Source: an optimization exercise on an open RTL-to-GDS flow (aim: small area). Production flows keep margins and buffers that such runs may drop.
Function was checked by simulation only, so behaviour that the tests miss may differ from the original.

## flow/config.mk

```make
export PLATFORM = sky130hd
export DESIGN_NAME = aes_key_sched_ctrl
export DESIGN_NICKNAME = aes_key_sched_ctrl
export VERILOG_FILES = /design/flow/design.v
export SDC_FILE = /design/flow/constraint.sdc
export NUM_CORES = 8
export LEC_CHECK = 0
export CAP_MARGIN = 20
export CORE_MARGIN = 2
export CORE_UTILIZATION = 40
export PLACE_DENSITY = 0.6
export SLEW_MARGIN = 20
```

## flow/constraint.sdc

```tcl
create_clock -name core_clock -period 30.0 [get_ports {clk}]
set_input_delay 6.0000 -clock core_clock [delete_from_list [all_inputs] [get_ports {clk}]]
set_output_delay 6.0000 -clock core_clock [all_outputs]
set_load 0.01 [all_outputs]
```

## flow/run.sh

```bash
#!/bin/bash
# synth_recipe.tcl (not shown) runs the flow's synth.tcl, then flattens the netlist and writes it again
# the make line also repeats each setting of config.mk as NAME=value (left out here)
make -C /OpenROAD-flow-scripts/flow DESIGN_CONFIG=/design/flow/config.mk WORK_HOME=/design/flow/orfs CLKGATE_MAP_FILE= SYNTH_SCRIPT=/design/flow/synth_recipe.tcl finish
```

## flow/design.v

```verilog
package aes_pkg;
    localparam int RK_W   = 128;
    localparam int NUM_RK = 15;
    localparam int NPOS   = 15;
    typedef enum logic [1:0] {
        KL_128 = 2'b00,
        KL_192 = 2'b01,
        KL_256 = 2'b10,
        KL_BAD = 2'b11
    } key_len_t;
    function automatic logic [3:0] nr_of(input logic [1:0] kl);
        case (kl)
            2'b00:   nr_of = 4'd10;
            2'b01:   nr_of = 4'd12;
            default: nr_of = 4'd14;
        endcase
    endfunction
    function automatic logic [7:0] xtime(input logic [7:0] b);
        xtime = {b[6:0], 1'b0} ^ (b[7] ? 8'h1b : 8'h00);
    endfunction
endpackage
module aes_sbox (
    input  logic [7:0] a,
    output logic [7:0] s
);
    logic x0, x1, x2, x3, x4, x5, x6, x7;
    logic y1, y2, y3, y4, y5, y6, y7, y8, y9, y10, y11, y12, y13, y14, y15;
    logic y16, y17, y18, y19, y20, y21;
    logic t0, t1, t2, t3, t4, t5, t6, t7, t8, t9, t10, t11, t12, t13, t14, t15;
    logic t16, t17, t18, t19, t20, t21, t22, t23, t24, t25, t26, t27, t28, t29;
    logic t30, t31, t32, t33, t34, t35, t36, t37, t38, t39, t40, t41, t42, t43;
    logic t44, t45, t46, t47, t48, t49, t50, t51, t52, t53, t54, t55, t56, t57;
    logic t58, t59, t60, t61, t62, t63, t64, t65, t66, t67;
    logic z0, z1, z2, z3, z4, z5, z6, z7, z8, z9, z10, z11, z12, z13, z14, z15;
    logic z16, z17;
    logic s0, s1, s2, s3, s4, s5, s6, s7;
    assign {x0, x1, x2, x3, x4, x5, x6, x7} = a;
    assign y14 = x3 ^ x5;
    assign y13 = x0 ^ x6;
    assign y9  = x0 ^ x3;
    assign y8  = x0 ^ x5;
    assign t0  = x1 ^ x2;
    assign y1  = t0 ^ x7;
    assign y4  = y1 ^ x3;
    assign y12 = y13 ^ y14;
    assign y2  = y1 ^ x0;
    assign y5  = y1 ^ x6;
    assign y3  = y5 ^ y8;
    assign t1  = x4 ^ y12;
    assign y15 = t1 ^ x5;
    assign y20 = t1 ^ x1;
    assign y6  = y15 ^ x7;
    assign y10 = y15 ^ t0;
    assign y11 = y20 ^ y9;
    assign y7  = x7 ^ y11;
    assign y17 = y10 ^ y11;
    assign y19 = y10 ^ y8;
    assign y16 = t0 ^ y11;
    assign y21 = y13 ^ y16;
    assign y18 = x0 ^ y16;
    assign t2  = y12 & y15;
    assign t3  = y3 & y6;
    assign t4  = t3 ^ t2;
    assign t5  = y4 & x7;
    assign t6  = t5 ^ t2;
    assign t7  = y13 & y16;
    assign t8  = y5 & y1;
    assign t9  = t8 ^ t7;
    assign t10 = y2 & y7;
    assign t11 = t10 ^ t7;
    assign t12 = y9 & y11;
    assign t13 = y14 & y17;
    assign t14 = t13 ^ t12;
    assign t15 = y8 & y10;
    assign t16 = t15 ^ t12;
    assign t17 = t4 ^ t14;
    assign t18 = t6 ^ t16;
    assign t19 = t9 ^ t14;
    assign t20 = t11 ^ t16;
    assign t21 = t17 ^ y20;
    assign t22 = t18 ^ y19;
    assign t23 = t19 ^ y21;
    assign t24 = t20 ^ y18;
    assign t25 = t21 ^ t22;
    assign t26 = t21 & t23;
    assign t27 = t24 ^ t26;
    assign t28 = t25 & t27;
    assign t29 = t28 ^ t22;
    assign t30 = t23 ^ t24;
    assign t31 = t22 ^ t26;
    assign t32 = t31 & t30;
    assign t33 = t32 ^ t24;
    assign t34 = t23 ^ t33;
    assign t35 = t27 ^ t33;
    assign t36 = t24 & t35;
    assign t37 = t36 ^ t34;
    assign t38 = t27 ^ t36;
    assign t39 = t29 & t38;
    assign t40 = t25 ^ t39;
    assign t41 = t40 ^ t37;
    assign t42 = t29 ^ t33;
    assign t43 = t29 ^ t40;
    assign t44 = t33 ^ t37;
    assign t45 = t42 ^ t41;
    assign z0  = t44 & y15;
    assign z1  = t37 & y6;
    assign z2  = t33 & x7;
    assign z3  = t43 & y16;
    assign z4  = t40 & y1;
    assign z5  = t29 & y7;
    assign z6  = t42 & y11;
    assign z7  = t45 & y17;
    assign z8  = t41 & y10;
    assign z9  = t44 & y12;
    assign z10 = t37 & y3;
    assign z11 = t33 & y4;
    assign z12 = t43 & y13;
    assign z13 = t40 & y5;
    assign z14 = t29 & y2;
    assign z15 = t42 & y9;
    assign z16 = t45 & y14;
    assign z17 = t41 & y8;
    assign t46 = z15 ^ z16;
    assign t47 = z10 ^ z11;
    assign t48 = z5 ^ z13;
    assign t49 = z9 ^ z10;
    assign t50 = z2 ^ z12;
    assign t51 = z2 ^ z5;
    assign t52 = z7 ^ z8;
    assign t53 = z0 ^ z3;
    assign t54 = z6 ^ z7;
    assign t55 = z16 ^ z17;
    assign t56 = z12 ^ t48;
    assign t57 = t50 ^ t53;
    assign t58 = z4 ^ t46;
    assign t59 = z3 ^ t54;
    assign t60 = t46 ^ t57;
    assign t61 = z14 ^ t57;
    assign t62 = t52 ^ t58;
    assign t63 = t49 ^ t58;
    assign t64 = z4 ^ t59;
    assign t65 = t61 ^ t62;
    assign t66 = z1 ^ t63;
    assign s0  = t59 ^ t63;
    assign s6  = ~(t56 ^ t62);
    assign s7  = ~(t48 ^ t60);
    assign t67 = t64 ^ t65;
    assign s3  = t53 ^ t66;
    assign s4  = t51 ^ t66;
    assign s5  = t47 ^ t65;
    assign s1  = ~(t64 ^ s3);
    assign s2  = ~(t55 ^ t67);
    assign s = {s0, s1, s2, s3, s4, s5, s6, s7};
endmodule
module aes_key_sched_ctrl
(
    input  logic         clk,
    input  logic         rst,
    input  logic         start,
    input  logic [1:0]   key_len,
    input  logic [255:0] key_in,
    output logic         busy,
    output logic         ready,
    output logic [3:0]   nr,
    output logic         err,
    input  logic         rk_req,
    input  logic [3:0]   rk_idx,
    output logic         rk_valid,
    output logic [127:0] rk_data
);
    localparam int NP = aes_pkg::NPOS;
    logic [31:0]  ring [0:3][0:NP-1];
    logic [3:0]   ph;         
    logic [5:0]   cnt;        
    logic [2:0]   j_q;        
    logic [7:0]   rcon_q;
    logic [31:0]  w_prev;     
    logic         idle_or_done;
    logic         start_ok;
    logic         start_bad;
    logic         nk4, nk6, nk8;
    logic [5:0]   cnt_last;
    logic         wr;
    logic [1:0]   wr_lane;
    logic [1:0]   back_lane;
    logic [31:0]  w_back;
    logic [31:0]  sub_out;
    logic [31:0]  temp;
    logic [31:0]  w_new;
    logic         rd;
    logic         rd_ok;
    logic [3:0]   rd_pos;
    logic [NP-1:0] rd_hot;
    logic [31:0]  rd_word [0:3];
    assign idle_or_done = ~busy;
    assign start_ok     = idle_or_done && start && (key_len != 2'b11);
    assign start_bad    = idle_or_done && start && (key_len == 2'b11);
    assign nk4 = (nr[2:1] == 2'b01);
    assign nk6 = (nr[2:1] == 2'b10);
    assign nk8 = (nr[2:1] == 2'b11);
    assign cnt_last = nk4 ? 6'd40 : nk6 ? 6'd46 : 6'd52;
    assign wr        = busy && (cnt != cnt_last);
    assign back_lane = cnt[1:0];
    assign wr_lane   = nk6 ? (cnt[1:0] + 2'd2) : cnt[1:0];
    always_comb begin
        w_back = ring[0][3];
        for (int l = 0; l < 4; l++) begin
            if (back_lane == 2'(l)) w_back = ring[l][3];
        end
    end
    for (genvar b = 0; b < 4; b++) begin : g_subword
        aes_sbox u_sbox (
            .a (w_prev[8*b +: 8]),
            .s (sub_out[8*b +: 8])
        );
    end
    always_comb begin
        temp = w_prev;
        if (j_q == 3'd0) begin
            temp = {sub_out[23:0], sub_out[31:24]} ^ {rcon_q, 24'h0};
        end else if (nk8 && (j_q == 3'd4)) begin
            temp = sub_out;
        end
        w_new = w_back ^ temp;
    end
    always_ff @(posedge clk) begin
        if (rst) begin
            busy  <= 1'b0;
            ready <= 1'b0;
        end else if (start_ok) begin
            busy  <= 1'b1;
            ready <= 1'b0;
        end else if (busy && (cnt == cnt_last)) begin
            busy  <= 1'b0;
            ready <= 1'b1;
        end
    end
    always_ff @(posedge clk) begin
        if (start_ok) begin
            ph     <= 4'd0;
            cnt    <= 6'd0;
            j_q    <= 3'd0;
            rcon_q <= 8'h01;
        end else begin
            ph  <= (ph == 4'(NP-1)) ? 4'd0 : ph + 4'd1;
            cnt <= cnt + 6'd1;
            j_q <= ((nk4 && j_q == 3'd3) || (nk6 && j_q == 3'd5) || (j_q == 3'd7)) ? 3'd0 : j_q + 3'd1;
            if (j_q == 3'd0) rcon_q <= aes_pkg::xtime(rcon_q);
        end
    end
    always_ff @(posedge clk) begin
        if (start_ok) begin
            case (key_len)
                2'b00:   w_prev <= key_in[255-32*3 -: 32];
                2'b01:   w_prev <= key_in[255-32*5 -: 32];
                default: w_prev <= key_in[255-32*7 -: 32];
            endcase
        end else begin
            w_prev <= w_new;
        end
    end
    always_ff @(posedge clk) begin
        for (int l = 0; l < 4; l++) begin
            for (int p = 0; p < NP; p++) begin
                ring[l][p] <= ring[l][(p + NP - 1) % NP];
            end
        end
        if (start_ok) begin
            for (int k = 0; k < 8; k++) begin
                ring[k % 4][(3 - k + NP) % NP] <= key_in[255 - 32*k -: 32];
            end
        end
        if (wr) begin
            for (int l = 0; l < 4; l++) begin
                if (wr_lane == 2'(l)) begin
                    if (nk4) ring[l][0]  <= w_new;
                    if (nk6) ring[l][13] <= w_new;
                    if (nk8) ring[l][11] <= w_new;
                end
            end
        end
    end
    assign rd    = ready && rk_req;
    assign rd_ok = rd && (rk_idx <= nr);
    always_comb begin
        logic [6:0] t;
        t = 7'(ph) + 7'd63 - 7'(4 * rk_idx);
        rd_pos = 4'(t % 7'd15);
        for (int p = 0; p < NP; p++) begin
            rd_hot[p] = rd_ok && (rd_pos == 4'(p));
        end
    end
    always_comb begin
        for (int l = 0; l < 4; l++) begin
            rd_word[l] = '0;
            for (int p = 0; p < NP; p++) begin
                rd_word[l] = rd_word[l] | ({32{rd_hot[(p + l) % NP]}} & ring[l][p]);
            end
        end
    end
    always_ff @(posedge clk) begin
        if (rst) begin
            nr       <= 4'd0;
            err      <= 1'b0;
            rk_valid <= 1'b0;
            rk_data  <= '0;
        end else begin
            err      <= start_bad || (rd && !(rk_idx <= nr));
            rk_valid <= rd;
            if (start_ok) nr <= aes_pkg::nr_of(key_len);
            if (rd) rk_data <= {rd_word[0], rd_word[1], rd_word[2], rd_word[3]};
        end
    end
endmodule
```

==> notes.md <==
-- worst paths after layout --
| kind | from | end | slack [ns] |
|---|---|---|---|
| setup reg to reg | ph[0] | rk_data[61] | 20.32 |
| hold / removal | ring[11][29] | ring[12][29] | 0.33 |
| setup / recovery | rk_idx[0] | rk_data[61] | 15.25 |
| hold reg to reg | ring[11][29] | ring[12][29] | 0.33 |
-- placed cells by master, fill, tap and decap left out, types with 51 or more instances in the layout --
master and count:
o22ai_1 72, clkdlybuf4s50_1 397, dfxtp_1 2108, nor2_1 401
a222oi_1 51, and2_1 74, inv_1 52, a22oi_1 236
a311oi_1 57, a221oi_1 174, buf_4 149, a221o_1 63
nand2_1 1397, nand3_1 115, xnor2_1 156, xor2_1 76
mux2i_1 175, clkbuf_16 202, a211oi_1 158, o21ai_0 492
a21oi_1 532, nor3_1 111
-- critical path, delay by kind of cell --
kind,cells,cell delay [ns]
buffers and inverters,8,3.18
AND/OR/NAND/NOR,7,2.76
AO/OA/AOI/OAI,10,2.17
adder cells (fa/ha/maj),2,0.65
XOR/XNOR,2,0.51
-- cells in the mapped netlist, types with 11 or more instances --
master,instances
xor2_1,80
a211oi_1,158
nor2_1,424
a22oi_1,236
a221o_1,63
mux2i_1,175
buf_1,68
o211ai_1,35
o22ai_1,72
a21oi_1,533
dfxtp_1,2108
o221ai_1,16
a2111oi_0,39
xnor3_1,32
a31oi_1,43
a222oi_1,51
nor2b_1,19
mux2_2,28
nand4_1,31
xor3_1,12
nand3_1,120
a22o_1,42
ha_1,38
buf_2,54
a311oi_1,57
nand2b_1,17
clkbuf_1,447
a221oi_1,174
xnor2_1,167
o31ai_1,14
nor3_1,114
o21ai_1,18
a21o_1,11
and2_1,78
o21ai_0,494
inv_1,52
nand2_1,1406
o2111ai_1,15
and3_1,50
a32oi_1,14
-- layout make-up --
class	instances	share of cell area
flip-flops and latches	2108	0.4781
multi-input cells	5055	0.3497
clock buffers	295	0.06609
repair buffers	558	0.06005
well taps	2480	0.03515
clock inverters	61	0.008462
inverters	53	0.002254
diodes	8	0.0002268
-- flip-flops by register name (all words and copies together), names as in the netlist --
signal	flops
ready	1
busy	1
j_q	3
ring	1920
w_prev	32
rk_valid	1
err	1
cnt	6
nr	3
ph	4
rcon_q	8
rk_data	128
-- routing by layer --
metal,vias to the layer above,wire length (um),track usage,part of all wire
met4,18,23860,0.2101,0.072
met3,893,36780,0.07893,0.11
met2,4357,141000,0.5001,0.43
met5,-,125,0,0.00038
met1,31710,129200,0.4304,0.39
li1,28020,-,-,-
-- metrics by stage --
stage,cells,setup slack [ns]
floorplan,7795,18.08
global route,10610,15.01
finish,10620,15.25
global placement,10250,14.82
detailed placement,10250,14.77
CTS,10610,15.61
-- logic make-up (layout without fill, tap and decap cells) --
logic type / count (synthesis) / count (layout)
compound gates: 2182 / 2182
xor+xnor: 308 / 308
simple gates: 2321 / 2321
other cells: 1 / 9
flops: 2108 / 2108
buf+inv: 632 / 967
mux: 205 / 205
fa+ha+maj: 38 / 38
==> flow_results.xml <==
<?xml version="1.0" encoding="UTF-8"?>
<metrics>
  <group name="yosys">
    <metric name="ys_warn_count" unit="">3</metric>
    <metric name="synthMuxAreaShare" unit="">0.02804</metric>
    <metric name="number_of_enable_type_register_cells_in_the_synthesized_netlist" unit="">0</metric>
    <metric name="cell_taking_the_most_area_after_synthesis" unit="">dfxtp_1</metric>
    <metric name="synthCells" unit="">7795</metric>
    <metric name="postSynthRegisterBits" unit="">2108</metric>
    <metric name="post_synth_instance_area" unit="sq um">75040</metric>
    <metric name="postSynth.asyncResetShare" unit="">0</metric>
    <metric name="largest_family_of_logic_cells_by_synthesized_area" unit="">compound AO/OA/AOI/OAI gates</metric>
    <metric name="area_share_of_xor_xnor_cells_in_the_synthesized_design" unit="">0.04675</metric>
    <metric name="yosysUniqueCellTypes" unit="">99</metric>
    <metric name="synthesis.nets" unit="">8099</metric>
    <metric name="synth_area_leaders" unit="">dfxtp_1 (56%), nand2_1 (7.0%), a21oi_1 (3.6%), o21ai_0 (3.3%), a22oi_1 (2.4%)</metric>
    <metric name="post_synth.cell_area_avg" unit="sq um">9.627</metric>
    <metric name="post_synth_and_or_nand_nor_area_fraction" unit="">0.1301</metric>
    <metric name="dominantRegCellSynth" unit="">dfxtp_1</metric>
    <metric name="fraction_of_the_mapped_netlist_area_in_compound_gates" unit="">0.1933</metric>
    <metric name="synth_fa_ha_area_frac" unit="">0.006336</metric>
    <metric name="netlist.area_leader.share" unit="">0.5624</metric>
    <metric name="synth_sequential_area_ratio" unit="">0.5624</metric>
  </group>
  <group name="worst_setup_path">
    <metric name="critical_path.max_fanout" unit="">94</metric>
    <metric name="timing.critical_path.slowest_stage_cell" unit="">nor3_1</metric>
    <metric name="endpoint_kind" unit="">flop</metric>
    <metric name="startpoint_type" unit="">primary input</metric>
    <metric name="ff2ff_path_depth" unit="">28</metric>
    <metric name="cp_data_required_time" unit="ns">30.76</metric>
    <metric name="timing.critical_path.arrival" unit="ns">15.50</metric>
    <metric name="critical-path-max-stage-delay" unit="ns">0.84</metric>
    <metric name="crit_type" unit="">in2reg</metric>
  </group>
  <group name="timing">
    <metric name="fin_tns_setup" unit="ns">0</metric>
    <metric name="fin_worst_hold_slack" unit="ns">0.3303</metric>
    <metric name="post-route-period-util" unit="">0.4916</metric>
    <metric name="fin_hold_viols" unit="">0</metric>
    <metric name="worst_slew_margin_rel" unit="">0.1131</metric>
    <metric name="setup_viol_count_final" unit="">0</metric>
    <metric name="drv_slew" unit="">0</metric>
    <metric name="worst_tran_pin_value" unit="ns">1.327</metric>
    <metric name="finalClockSkew" unit="ns">0.02704</metric>
    <metric name="rsz0062_at_grt" unit="">no</metric>
    <metric name="fmax" unit="MHz">67.81</metric>
    <metric name="final.min_clock_period" unit="ns">14.75</metric>
  </group>
  <group name="placed_design">
    <metric name="dp_hpwl" unit="um">213100</metric>
    <metric name="routabilityCongestion" unit="">0.9370</metric>
    <metric name="post_dp_cell_area" unit="sq um">81650</metric>
    <metric name="port_buffers" unit="">400</metric>
  </group>
  <group name="floorplanning">
    <metric name="die_h" unit="um">437.1</metric>
    <metric name="fp-row-count" unit="">158</metric>
    <metric name="start_util" unit="">0.4038</metric>
    <metric name="placeableCoreArea" unit="sq um">185800</metric>
    <metric name="top_level_ports" unit="">402</metric>
    <metric name="dieWidth" unit="um">437.1</metric>
    <metric name="die-area" unit="sq um">191100</metric>
  </group>
  <group name="clocking">
    <metric name="cts_inserted_buffers" unit="">195</metric>
    <metric name="cts.reportedPaths.clkPinSlew" unit="ns">0.06</metric>
    <metric name="cts_tree" unit="">yes</metric>
    <metric name="clock_path_buffers" unit="">3</metric>
    <metric name="cts-resized-gates" unit="">0</metric>
    <metric name="clock_sink_count" unit="">2108</metric>
    <metric name="clock_insertion_delay_worst_skew" unit="ns">0.85</metric>
    <metric name="postCtsHoldBufs" unit="">0</metric>
    <metric name="cts_setup_buffers" unit="">0</metric>
    <metric name="ctsHtreeMaxLevel" unit="">4</metric>
    <metric name="cts_root_buffer" unit="">clkbuf_16</metric>
  </group>
  <group name="hold_path">
    <metric name="hold_depth" unit="">0</metric>
    <metric name="min_path_type" unit="">reg2reg</metric>
  </group>
  <group name="global_route">
    <metric name="grt_start_max_net_pins" unit="">178</metric>
    <metric name="wire_length_of_the_first_global_routing_pass" unit="um">461800</metric>
    <metric name="first_global_vias" unit="">61960</metric>
    <metric name="globalRouteOverflowTotal" unit="">0</metric>
    <metric name="number_of_antenna_violations_at_the_first_check_in_global_routing" unit="">28</metric>
    <metric name="track_usage" unit="">0.3331</metric>
  </group>
  <group name="finish">
    <metric name="total_non_filler_cell_area_in_the_finished_layout" unit="sq um">88270</metric>
    <metric name="fin_util" unit="">0.4750</metric>
    <metric name="multi_input_comb_area" unit="sq um">30870</metric>
    <metric name="n_fill_cell" unit="">17340</metric>
    <metric name="fin_nets" unit="">8275</metric>
    <metric name="post_route_cells_drive_above_1_share" unit="">0.07688</metric>
    <metric name="area.growth.synth_to_final" unit="%">17.63</metric>
    <metric name="final-seq-area" unit="sq um">42200</metric>
  </group>
  <group name="outcome">
    <metric name="run_status" unit="">timing/DRC/antenna clean</metric>
  </group>
  <group name="flow_run">
    <metric name="max_cap_violations" unit="">0</metric>
  </group>
  <group name="route">
    <metric name="detailedRoute.firstIterationViolations" unit="">9452</metric>
    <metric name="detail_route.wl_per_cell" unit="um">31.18</metric>
    <metric name="vias" unit="">65000</metric>
    <metric name="drtAntennaViolNets" unit="">0</metric>
    <metric name="routed_via_density" unit="">6.122</metric>
    <metric name="firstDrtPassIters" unit="">9</metric>
    <metric name="route.detailed.drc" unit="">0</metric>
    <metric name="aggregate_routed_wire_length" unit="um">331000</metric>
  </group>
</metrics>

-- static timing again, ports no longer ideal --
How much do the figures lean on ideal ports? The routed layout below was timed once more, with nothing changed but the port constraints.
Step 1 sets driving cells, clkbuf_16 on the clock port and buf_2 on the other inputs (assumed; they add their load-dependent delay and slew).
Step 2 adds t to the input delays and takes it off the output delays; t is the mean of the earliest and latest rising clock arrival at the registers after step 1. Input paths then give back, and output paths get back, about the clock's delay inside the block.
Slacks: ideal / step 1 / step 2; pairs: ideal / step 1.
shift t [ns]: 0.926
setup slack, ns: 15.253 / 15.312 / 14.386
worst hold slack (ns): 0.330 / 0.330 / 0.330
worst setup path at the end: input to register
worst data-port slew with drivers (ns): 0.12
After both steps setup and hold are still met in this run. For this run, drivers alone change the setup slack by +0.059 ns; drivers and shift together by -0.867 ns.
